This is an optimization exercise on Yosys and OpenROAD, whose aim is small area, not a production implementation.
In this exercise RTL edits were held to simulation tests only and were not proved equivalent to the original.
Power is estimated from default activity; no workload was simulated.

== job 6283 ==
// strassenTop
module strassenTop (
    input  wire logic                                clk,
    input  wire logic                                reset,
    input  wire logic                                start,
    input  wire logic [3:0]                          mode,
    input  wire logic                                memWrite,
    input  wire logic                                memSelB,
    input  wire logic [strassenPkg::idxWidth-1:0]    memRow,
    input  wire logic [strassenPkg::idxWidth-1:0]    memCol,
    input  wire strassenPkg::elemT                   memData,
    input  wire logic [strassenPkg::addrWidth-1:0]   resultAddr,
    output logic                                     done,
    output strassenPkg::stateT                       state,
    output strassenPkg::resultT                      resultOut
);
Size in the first run: about 720 cells after synthesis, ~38 I/O pins, ~14000 um^2 of cells after synthesis.
==> flow/config.mk <==
export PLATFORM = sky130hd
export DESIGN_NAME = strassenTop
export DESIGN_NICKNAME = strassenTop
export VERILOG_FILES = /design/flow/design.v
export SDC_FILE = /design/flow/constraint.sdc
export NUM_CORES = 4
export LEC_CHECK = 0
export CAP_MARGIN = 20
export CORE_MARGIN = 2
export CORE_UTILIZATION = 70
export GPL_TIMING_DRIVEN = 0
export SLEW_MARGIN = 20
export SYNTH_HIERARCHICAL = 1
==> flow/constraint.sdc <==
create_clock -name core_clock -period 10.0 [get_ports {clk}]
set_input_delay 2.0000 -clock core_clock [delete_from_list [all_inputs] [get_ports {clk}]]
set_output_delay 2.0000 -clock core_clock [all_outputs]
set_load 0.01 [all_outputs]
standard.sh (not shown) runs the stock make flow with config.mk's settings and CLKGATE_MAP_FILE= SYNTH_SCRIPT=/design/flow/synth_recipe.tcl, a recipe that flattens the netlist after the stock synthesis.
==> flow/flow/run.sh <==
#!/bin/bash
# Standard layout, with two changes: the clock tree uses larger sink clusters and no
# dummy loads, and the port buffers are the smallest buffer cell.
set -euo pipefail
CTS="-sink_clustering_enable -repair_clock_nets -dont_use_dummy_load"
CTS="$CTS -sink_clustering_size ${FLOW_CTS_SIZE:-20} -sink_clustering_max_diameter ${FLOW_CTS_DIAM:-120}"
CTS="$CTS -buf_list sky130_fd_sc_hd__clkbuf_8"
bash standard.sh "CTS_ARGS=$CTS" "BUFFER_PORTS_ARGS=-buffer_cell sky130_fd_sc_hd__buf_1" finish > standard.log 2>&1
Job 6283: all stages complete, timing, DRC and antenna checks passed
Relative to job 6283, the following input files were edited for job 5157:
Settings: changing CAP_MARGIN from 20 to 0; changing CORE_UTILIZATION from 70 to 60; changing SLEW_MARGIN from 20 to 0.
### Flow results
- Result for job 6283 and job 5157: all clean
- Compared job 5157 against job 6283; total power within noise.
- Looking at job 6283 and job 5157, the multi-input logic area is a wash.
- Lower depth of the worst register-to-register path among job 6283 and job 5157: job 5157
- Length of the first detailed-routing pass in iterations came out exactly the same in job 6283 and job 5157.
- Final non-filler cell total ended up 43 higher on job 5157 than on job 6283.
- Compared with job 6283, job 5157 shows a lower core utilization.
- Comparing job 5157 with job 6283, the wire length of the first global-routing pass came out essentially unchanged.
- The share of the clock period used by the worst path on job 6283 is in line with that on job 5157.
- [compare] base=job 6283 new=job 5157: via count lost 2.0%, sum of routed wire length over all layers picked up an extra 590 um.
- Compare job 6283 and job 5157 | placed wire-length estimate after detailed placement lower: job 6283
### job 5157 -> job 4076
Settings: CAP_MARGIN now 20, was 0; SLEW_MARGIN now 20, was 0.
diff --git a/flow/flow/run.sh b/flow/flow/run.sh
--- a/flow/flow/run.sh
+++ b/flow/flow/run.sh
@@ -6,2 +6,2 @@
-CTS="$CTS -sink_clustering_size ${FLOW_CTS_SIZE:-20} -sink_clustering_max_diameter ${FLOW_CTS_DIAM:-120}"
-CTS="$CTS -buf_list sky130_fd_sc_hd__clkbuf_8"
+CTS="$CTS -sink_clustering_size ${FLOW_CTS_SIZE:-9} -sink_clustering_max_diameter ${FLOW_CTS_DIAM:-120}"
+CTS="$CTS -buf_list sky130_fd_sc_hd__clkbuf_4"
[summary]
Combinational power essentially unchanged between job 5157 and job 4076.
From job 5157 to job 4076 the numbers moved as follows: setup slack moved up; worst hold slack moved up.
Between job 5157 and job 4076, the arrival time at the worst endpoint does not differ in any meaningful way.
Job 4076 vs job 5157: post-detailed-route wirelength per cell down slightly
Route | job 4076 vs job 5157 | wire longer in job 4076
Input-level comparison between job 5843 and job 4076:
Settings: CAP_MARGIN changed from 20 to 10; SLEW_MARGIN changed from 20 to 10.
diff --git a/flow/flow/run.sh b/flow/flow/run.sh
--- a/flow/flow/run.sh
+++ b/flow/flow/run.sh
@@ -6,2 +6,2 @@
-CTS="$CTS -sink_clustering_size ${FLOW_CTS_SIZE:-9} -sink_clustering_max_diameter ${FLOW_CTS_DIAM:-120}"
-CTS="$CTS -buf_list sky130_fd_sc_hd__clkbuf_4"
+CTS="$CTS -sink_clustering_size ${FLOW_CTS_SIZE:-20} -sink_clustering_max_diameter ${FLOW_CTS_DIAM:-120}"
+CTS="$CTS -buf_list sky130_fd_sc_hd__clkbuf_8"
==> results.txt <==
On final critical-path share of the clock period, job 5843 and job 4076 are neck and neck. Re first-iteration DRC count: job 4076 was lower than job 5843. Job 5843: routed wire length lower than job 4076. Diff job 5843..job 4076 | multi-input logic portion of the cell area | negligible.

afterwards: timing with drivers on the ports:
The results above use ideal ports. As a check the final layouts listed here were re-extracted and re-timed, cells and wires unchanged.
Step 1 (the two cells are an assumption about what drives the block):
set clk [get_ports {clk}]
set_driving_cell -lib_cell sky130_fd_sc_hd__clkbuf_16 $clk
set_driving_cell -lib_cell sky130_fd_sc_hd__buf_2 [delete_from_list [all_inputs] $clk]
Step 2 moves the port delays by t, midway between the first and last clock arrival at a register: inputs arrive t later, outputs are due t later. That takes back most of the time a late clock gives input paths.
a / b / c = ideal / step 1 / step 2; a / b = the first two.
run	shift t [ns]	setup WS [ns]	hold slack, ns
job 6283	0.578	0.195 / 0.175 / 0.175	0.393 / 0.393 / 0.393
job 5157	0.593	0.205 / 0.180 / 0.180	0.376 / 0.376 / 0.376
job 4076	0.678	0.211 / 0.159 / 0.159	0.399 / 0.399 / 0.399
job 5843	0.594	0.211 / 0.188 / 0.188	0.382 / 0.382 / 0.382
After both steps every run listed still meets setup and hold. The setup slack of job 4076, which loses most, moves by -0.052 ns with the drivers and by -0.052 ns with both steps.
